What follows belongs to an exercise in optimizing a design on an open flow for small area, a short achievable clock period and few clock cycles; a production flow would make more cautious choices. At most, simulation tests tie the RTL to the original design; equivalence was not proved. Power and IR drop assume default switching activity.

==> flow/design.v <==
package esd_pkg;
  localparam logic [1:0] KIND_CHAR  = 2'd0;
  localparam logic [1:0] KIND_SLICE = 2'd1;
  localparam logic [1:0] KIND_ERROR = 2'd2;
  localparam logic [1:0] KIND_DONE  = 2'd3;
  localparam logic [1:0] NUM_OCT = 2'd0;
  localparam logic [1:0] NUM_X   = 2'd1;
  localparam logic [1:0] NUM_U   = 2'd2;
endpackage
import esd_pkg::*;
module escape_sequence_decoder (
  input  logic        clk,
  input  logic        rst,
  input  logic        chars_valid,
  output logic        chars_ready,
  input  logic [15:0] chars_char_code,
  input  logic        chars_end_of_string,
  output logic        results_valid,
  input  logic        results_ready,
  output logic [1:0]  results_kind,
  output logic [15:0] results_out_char,
  output logic [15:0] results_slice_start,
  output logic [15:0] results_slice_length,
  output logic [2:0]  results_error_code,
  output logic        results_last,
  input  logic        cfg_valid,
  output logic        cfg_ready,
  input  logic        cfg_interpolation_enable
);
  logic        h_valid;
  logic [15:0] h_c;
  logic        h_eos;
  logic        k_bs, k_lb, k_rb, k_oct, k_hex, k_esc, k_enum, k_eu;
  logic        s_valid;
  logic [15:0] s_c;
  logic        s_eos;
  logic        interp;
  logic        m_nrm, m_esc, m_num, m_brc, m_err;
  logic        n_oct;
  logic [1:0]  n_rem;
  logic        n_seen;
  logic [15:0] nb;
  logic [15:0] pos;
  logic [15:0] blen;
  logic        r_valid;
  logic [1:0]  r_kind;
  logic [15:0] r_data;      
  logic [2:0]  r_err;       
  logic        r_slice;     
  logic        r_slice2;    
  logic        r_slice3;    
  logic        r_last;
  logic        p_char;      
  logic        p_slice;     
  logic        p_err;       
  logic [1:0]  p_code;
  logic        p_done;      
  assign cfg_ready = 1'b1;
  assign chars_ready = !s_valid;
  assign results_valid = r_valid;
  assign results_kind = r_kind;
  assign results_last = r_last;
  assign results_out_char = r_data;
  assign results_error_code = r_err;
  assign results_slice_start = {r_slice3 ? nb[15:8] : 8'd0, r_slice ? nb[7:0] : 8'd0};
  assign results_slice_length = r_slice2 ? blen : 16'd0;
  logic [3:0]  dig;
  logic        dg;
  logic [15:0] nshift;
  logic [15:0] pos1;
  logic [15:0] blen1;
  logic [15:0] map;
  logic        pend;
  logic        resume;
  logic        a_has, a_err;
  logic [15:0] a_data;
  logic [2:0]  a_code;
  logic        b_has, c_has, d_has;
  logic [1:0]  d_code;
  logic        zero;
  logic        to_esc, to_num, to_brc, to_err, to_nrm;
  always_comb begin
    if (!h_c[6]) begin
      dig = h_c[3:0];
    end else begin
      case (h_c[2:0])
        3'd1: dig = 4'd10;
        3'd2: dig = 4'd11;
        3'd3: dig = 4'd12;
        3'd4: dig = 4'd13;
        3'd5: dig = 4'd14;
        default: dig = 4'd15;
      endcase
    end
    dg = n_oct ? k_oct : k_hex;
    nshift = n_oct ? {nb[12:0], h_c[2:0]} : {nb[11:0], dig};
    for (int i = 0; i < 16; i++) begin
      pos1[i] = pos[i] ^ (&(pos | ~(16'hFFFF >> (16 - i)))) | (&pos);
      blen1[i] = blen[i] ^ (&(blen | ~(16'hFFFF >> (16 - i)))) | (&blen);
    end
    map = h_c;
    if (h_c[6:0] == 7'h74) map = 16'h0009;
    else if (h_c[6:0] == 7'h6E) map = 16'h000A;
    else if (h_c[6:0] == 7'h72) map = 16'h000D;
    pend = p_char || p_slice || p_err || p_done;
    resume = m_num && !dg && n_seen;
    a_has = m_nrm && !k_bs || m_esc && !k_enum ||
            m_num && (!dg || n_rem == 2'd0) || m_brc;
    a_err = m_esc && !k_esc && !k_enum || m_num && !dg && !n_seen ||
            m_num && dg && n_rem == 2'd0 && n_oct && nb[5];
    if (m_esc) a_data = map;
    else if (m_num && dg) a_data = nshift;
    else if (m_num) a_data = nb;
    else a_data = h_c;
    a_code = m_esc ? 3'd2 : (dg ? 3'd4 : 3'd3);
    b_has = resume && !k_bs;
    c_has = m_brc && k_rb;
    to_esc = (m_nrm || resume) && k_bs;
    to_brc = (m_nrm || resume) && k_lb && interp || m_brc && !k_rb;
    to_num = m_esc && k_enum || m_num && dg && n_rem != 2'd0;
    to_err = m_err || a_err;
    to_nrm = !(to_esc || to_brc || to_num || to_err);
    d_has = h_eos && (to_esc || to_num || to_brc);
    d_code = to_esc ? 2'd1 : (to_num ? 2'd3 : 2'd0);
    zero = !(a_has || h_eos);
  end
  logic r_free;
  logic consume;
  logic accept;
  logic emit_b;
  assign r_free = !r_valid || results_ready;
  assign consume = r_free && h_valid && (!pend || zero && !p_slice);
  assign accept = chars_valid && !s_valid;
  assign emit_b = r_free && p_char;
  logic [15:0] in_c;
  logic        in_hi0;
  logic        in_oct;
  assign in_c = s_valid ? s_c : chars_char_code;
  assign in_hi0 = (in_c[15:7] == 9'd0);
  assign in_oct = in_hi0 && in_c[6:3] == 4'b0110;
  always_ff @(posedge clk) begin
    if (rst) begin
      h_valid <= 1'b0;
      s_valid <= 1'b0;
    end else if (consume) begin
      h_valid <= s_valid | accept;
      s_valid <= 1'b0;
    end else if (accept) begin
      h_valid <= 1'b1;
      s_valid <= h_valid;
    end
  end
  always_ff @(posedge clk) begin
    if (consume || !h_valid) begin
      h_c <= in_c;
      h_eos <= s_valid ? s_eos : chars_end_of_string;
      k_bs <= in_hi0 && in_c[6:0] == 7'h5C;
      k_lb <= in_hi0 && in_c[6:0] == 7'h7B;
      k_rb <= in_hi0 && in_c[6:0] == 7'h7D;
      k_oct <= in_oct;
      k_hex <= in_hi0 && (in_c[6:4] == 3'b011 && (!in_c[3] || in_c[2:1] == 2'b00) ||
                          in_c[6] && in_c[4:3] == 2'b00 && in_c[2:0] != 3'd0 && in_c[2:0] != 3'd7);
      k_esc <= in_hi0 && (in_c[6:0] == 7'h74 || in_c[6:0] == 7'h6E || in_c[6:0] == 7'h72 ||
                          in_c[6:0] == 7'h22 || in_c[6:0] == 7'h27 || in_c[6:0] == 7'h7B ||
                          in_c[6:0] == 7'h5C);
      k_enum <= in_oct || in_hi0 && (in_c[6:0] == 7'h78 || in_c[6:0] == 7'h58 ||
                                     in_c[6:0] == 7'h75 || in_c[6:0] == 7'h55);
      k_eu <= in_c[6:0] == 7'h75 || in_c[6:0] == 7'h55;
    end
    if (!s_valid) begin
      s_c <= chars_char_code;
      s_eos <= chars_end_of_string;
    end
  end
  always_ff @(posedge clk) begin
    if (rst) begin
      interp <= 1'b0;
    end else if (cfg_valid) begin
      interp <= cfg_interpolation_enable;
    end
  end
  always_ff @(posedge clk) begin
    if (rst) begin
      m_nrm <= 1'b1;
      m_esc <= 1'b0;
      m_num <= 1'b0;
      m_brc <= 1'b0;
      m_err <= 1'b0;
    end else if (consume) begin
      m_nrm <= to_nrm || h_eos;
      m_esc <= to_esc && !h_eos;
      m_num <= to_num && !h_eos;
      m_brc <= to_brc && !h_eos;
      m_err <= to_err && !h_eos;
    end
  end
  always_ff @(posedge clk) begin
    if (rst) begin
      pos <= 16'd0;
    end else if (consume && (h_eos || a_has && !a_err) || emit_b && !p_done) begin
      pos <= (h_eos && !p_char) ? 16'd0 : pos1;
    end
  end
  always_ff @(posedge clk) begin
    if (consume && (m_esc || m_num)) begin
      n_oct <= m_esc ? k_oct : n_oct;
      n_rem <= m_esc ? (k_eu ? 2'd3 : 2'd1) : n_rem - 2'd1;
      n_seen <= m_esc ? k_oct : 1'b1;
    end
    if (consume) begin
      blen <= m_brc ? blen1 : 16'd1;
    end
  end
  always_ff @(posedge clk) begin
    if (p_char ? (r_free && m_brc) : (consume && !m_brc)) begin
      if (p_char || !(m_esc || m_num)) nb <= pos;
      else if (m_esc) nb <= {13'd0, k_oct ? h_c[2:0] : 3'd0};
      else if (dg) nb <= nshift;
      else nb <= h_c;
    end
  end
  logic        nx_valid;
  logic [1:0]  nx_kind;
  logic [15:0] nx_data;
  logic [2:0]  nx_err;
  logic        nx_slice;
  logic        nx_last;
  always_comb begin
    nx_valid = 1'b1;
    nx_kind = KIND_DONE;
    nx_data = 16'd0;
    nx_err = 3'd0;
    nx_slice = 1'b0;
    nx_last = 1'b1;
    if (p_char) begin
      nx_kind = KIND_CHAR;
      nx_data = nb;
      nx_last = !(p_err || p_done);
    end else if (p_slice) begin
      nx_kind = KIND_SLICE;
      nx_slice = 1'b1;
      nx_last = !(p_err || p_done);
    end else if (p_err) begin
      nx_kind = KIND_ERROR;
      nx_err = {1'b0, p_code};
      nx_last = 1'b0;
    end else if (p_done) begin
      nx_kind = KIND_DONE;
    end else if (!h_valid || zero) begin
      nx_valid = 1'b0;
    end else if (a_has && a_err) begin
      nx_kind = KIND_ERROR;
      nx_err = a_code;
      nx_last = !h_eos;
    end else if (a_has) begin
      nx_kind = KIND_CHAR;
      nx_data = a_data;
      nx_last = !(b_has || c_has || h_eos);
    end else if (d_has) begin
      nx_kind = KIND_ERROR;
      nx_err = {1'b0, d_code};
      nx_last = 1'b0;
    end
  end
  always_ff @(posedge clk) begin
    if (rst) begin
      r_valid <= 1'b0;
    end else if (r_free) begin
      r_valid <= nx_valid;
    end
  end
  always_ff @(posedge clk) begin
    if (rst) begin
      r_slice2 <= 1'b0;
      r_slice3 <= 1'b1;
    end else if (r_free) begin
      r_slice2 <= nx_slice;
      r_slice3 <= nx_slice;
    end
  end
  always_ff @(posedge clk) begin
    if (r_free) begin
      r_kind <= nx_kind;
      r_data <= nx_data;
      r_err <= nx_err;
      r_slice <= nx_slice;
      r_last <= nx_last;
    end
  end
  always_ff @(posedge clk) begin
    if (rst) begin
      p_char <= 1'b0;
      p_slice <= 1'b0;
      p_err <= 1'b0;
      p_done <= 1'b0;
    end else if (r_free) begin
      if (p_char) begin
        p_char <= 1'b0;
      end else if (p_slice) begin
        p_slice <= 1'b0;
      end else if (p_err) begin
        p_err <= 1'b0;
      end else if (p_done) begin
        p_done <= 1'b0;
      end else if (h_valid && !zero) begin
        if (a_has) begin
          p_char <= b_has;
          p_slice <= c_has;
          p_err <= d_has;
          p_done <= h_eos;
        end else begin
          p_done <= d_has;
        end
      end
    end
  end
  always_ff @(posedge clk) begin
    if (r_free && !pend) p_code <= d_code;
  end
endmodule
==> flow/config.mk <==
export PLATFORM = sky130hd
export DESIGN_NAME = escape_sequence_decoder
export DESIGN_NICKNAME = escape_sequence_decoder
export VERILOG_FILES = /design/flow/design.v
export SDC_FILE = /design/flow/constraint.sdc
export NUM_CORES = 4
export LEC_CHECK = 0
export CAP_MARGIN = 20
export CORE_MARGIN = 2
export CORE_UTILIZATION = 65
export CTS_BUF_LIST = sky130_fd_sc_hd__clkbuf_4 sky130_fd_sc_hd__clkbuf_8
export CTS_CLUSTER_SIZE = 30
export SETUP_SLACK_MARGIN = 4.6
export SLEW_MARGIN = 20
==> flow/constraint.sdc <==
create_clock -name core_clock -period 7.5 [get_ports {clk}]
set_input_delay 1.5000 -clock core_clock [delete_from_list [all_inputs] [get_ports {clk}]]
set_output_delay 1.5000 -clock core_clock [all_outputs]
set_load 0.01 [all_outputs]
standard.sh (not shown) runs the stock make flow with config.mk's settings and CLKGATE_MAP_FILE= SYNTH_SCRIPT=/design/flow/synth_recipe.tcl, a recipe that flattens the netlist after the stock synthesis.
==> flow/flow/run.sh <==
#!/bin/bash
# The standard layout, with every port buffered by a plain buffer (buf_4 on outputs and
# inputs) instead of the resizer's default pick, a slow delay cell.
set -euo pipefail
export BUFFER_PORTS_ARGS="-buffer_cell sky130_fd_sc_hd__buf_4"
bash standard.sh > standard.log 2>&1
Rerun with:
--- a/flow/design.v
+++ b/flow/design.v
@@ -46,10 +46,8 @@
   logic [1:0]  r_kind;
   logic [15:0] r_data;      
   logic [2:0]  r_err;       
   logic        r_slice;     
-  logic        r_slice2;    
-  logic        r_slice3;    
   logic        r_last;
   logic        p_char;      
   logic        p_slice;     
   logic        p_err;       
@@ -61,10 +59,10 @@
   assign results_kind = r_kind;
   assign results_last = r_last;
   assign results_out_char = r_data;
   assign results_error_code = r_err;
-  assign results_slice_start = {r_slice3 ? nb[15:8] : 8'd0, r_slice ? nb[7:0] : 8'd0};
-  assign results_slice_length = r_slice2 ? blen : 16'd0;
+  assign results_slice_start = r_slice ? nb : 16'd0;
+  assign results_slice_length = r_slice ? blen : 16'd0;
   logic [3:0]  dig;
   logic        dg;
   logic [15:0] nshift;
   logic [15:0] pos1;
@@ -269,17 +267,8 @@
       r_valid <= nx_valid;
     end
   end
   always_ff @(posedge clk) begin
-    if (rst) begin
-      r_slice2 <= 1'b0;
-      r_slice3 <= 1'b1;
-    end else if (r_free) begin
-      r_slice2 <= nx_slice;
-      r_slice3 <= nx_slice;
-    end
-  end
-  always_ff @(posedge clk) begin
     if (r_free) begin
       r_kind <= nx_kind;
       r_data <= nx_data;
       r_err <= nx_err;
After rerunning:
- global-route usage grows by 1.9 points
- die area grows by a few percent
- sequential share of layout area shrinks by 1.8 points
- first-iteration DRC count shrinks by roughly a tenth
- non-clock buffer count grows by 6
- clock power grows by roughly a tenth
Testbench counts after the change, summed over its fixed seeds: cycles 30,784.
Function not checked in the first run of this note: the RTL went through the layout flow alone.

* * *

== alpha ==
escape_sequence_decoder, a different RTL version from the one above (not shown whole).
Size in the first run: about 80 I/O pins, about 6900 µm² of cells after synthesis.
export LEC_CHECK = 0
export CAP_MARGIN = 20
export CORE_MARGIN = 2
export CORE_UTILIZATION = 65
export CTS_BUF_LIST = sky130_fd_sc_hd__clkbuf_4 sky130_fd_sc_hd__clkbuf_8
export CTS_CLUSTER_SIZE = 30
export SETUP_SLACK_MARGIN = 4.6
export SLEW_MARGIN = 20
create_clock -name core_clock -period 7.5 [get_ports {clk}]
Scripts as last shown in full above: flow/flow/run.sh
Testbench counts of alpha, summed over its fixed seeds: cycles 30,784.
Here is what was changed in the inputs of delta compared with alpha.
--- a/flow/design.v
+++ b/flow/design.v
@@ -119,25 +119,27 @@
     to_num = m_esc && k_enum || m_num && dg && n_rem != 2'd0;
     to_err = m_err || a_err;
     to_nrm = !(to_esc || to_brc || to_num || to_err);
     d_has = h_eos && (to_esc || to_num || to_brc);
     d_code = to_esc ? 2'd1 : (to_num ? 2'd3 : 2'd0);
     zero = !(a_has || h_eos);
   end
   logic r_free;
   logic consume;
   logic accept;
   logic emit_b;
   assign r_free = !r_valid || results_ready;
-  assign consume = r_free && h_valid && (!pend || zero && !p_slice);
+  logic go;
+  assign go = h_valid && (!pend || zero && !p_slice);
+  assign consume = r_free && go;
   assign accept = chars_valid && !s_valid;
   assign emit_b = r_free && p_char;
   logic [15:0] in_c;
   logic        in_hi0;
   logic        in_oct;
   assign in_c = s_valid ? s_c : chars_char_code;
   assign in_hi0 = (in_c[15:7] == 9'd0);
   assign in_oct = in_hi0 && in_c[6:3] == 4'b0110;
   always_ff @(posedge clk) begin
     if (rst) begin
       h_valid <= 1'b0;
       s_valid <= 1'b0;
@@ -187,40 +189,40 @@
       m_err <= 1'b0;
     end else if (consume) begin
       m_nrm <= to_nrm || h_eos;
       m_esc <= to_esc && !h_eos;
       m_num <= to_num && !h_eos;
       m_brc <= to_brc && !h_eos;
       m_err <= to_err && !h_eos;
     end
   end
   always_ff @(posedge clk) begin
     if (rst) begin
       pos <= 16'd0;
-    end else if (consume && (h_eos || a_has && !a_err) || emit_b && !p_done) begin
+    end else if (r_free && (go && (h_eos || a_has && !a_err) || p_char && !p_done)) begin
       pos <= (h_eos && !p_char) ? 16'd0 : pos1;
     end
   end
   always_ff @(posedge clk) begin
     if (consume && (m_esc || m_num)) begin
       n_oct <= m_esc ? k_oct : n_oct;
       n_rem <= m_esc ? (k_eu ? 2'd3 : 2'd1) : n_rem - 2'd1;
       n_seen <= m_esc ? k_oct : 1'b1;
     end
     if (consume) begin
       blen <= m_brc ? blen1 : 16'd1;
     end
   end
   always_ff @(posedge clk) begin
-    if (p_char ? (r_free && m_brc) : (consume && !m_brc)) begin
+    if (r_free && (p_char ? m_brc : go && !m_brc)) begin
       if (p_char || !(m_esc || m_num)) nb <= pos;
       else if (m_esc) nb <= {13'd0, k_oct ? h_c[2:0] : 3'd0};
       else if (dg) nb <= nshift;
       else nb <= h_c;
     end
   end
   logic        nx_valid;
   logic [1:0]  nx_kind;
   logic [15:0] nx_data;
   logic [2:0]  nx_err;
   logic        nx_slice;
   logic        nx_last;
--- outcome ---
Looking at routing usage on met2, delta sits 2.9 points above alpha.
Going from alpha to delta, cell area grew slightly.
Against alpha, delta comes in 2 higher on count of clock-net buffers in the final layout.
Between delta and alpha, the global-route usage is lower for alpha.
Smallest hold slack is higher on delta
[compare] base=alpha new=delta: die area higher; clock network power share shows an increase of 0.7 points; clock period minus final worst setup slack went down 0.013 ns.
Number of filler instances in the final layout, delta vs alpha: up by a few percent
When the final numbers for delta and alpha were put side by side, the worst path setup slack after routing turned out to be smaller in alpha.
Max wire length of the first global-routing pass across delta and alpha: delta
delta: final layout net count 7 below alpha
For delta, only the layout was checked, not whether the RTL still works.

-- re-timing with driven ports --
In the flow no input, the clock included, has a driving cell. The finished layouts below were timed again as built, in two steps. Step 1, drivers: a clkbuf_16 drives clk and a buf_2 each remaining input, both assumed. Step 2 moves the port delays by t, midway between the first and last clock arrival at a register: inputs arrive t later, outputs are due t later. That takes back most of the time a late clock gives input paths. Slacks: ideal / step 1 / step 2; pairs: ideal / step 1.
run	shift t [ns]	setup WS [ns]	worst hold slack (ns)	worst data-port slew with drivers (ns)
the first run of note 1	0.482	4.636 / 4.603 / 4.247	0.486 / 0.486 / 0.486	0.04
the second run of note 1	0.482	4.607 / 4.569 / 4.179	0.501 / 0.501 / 0.501	0.03
alpha	0.471	4.659 / 4.625 / 4.226	0.479 / 0.479 / 0.479	0.04
delta	0.481	4.672 / 4.637 / 4.212	0.484 / 0.484 / 0.484	0.03
After both steps every run listed still meets setup and hold. The setup slack of delta, which loses most, moves by -0.035 ns with the drivers and by -0.460 ns with both steps.
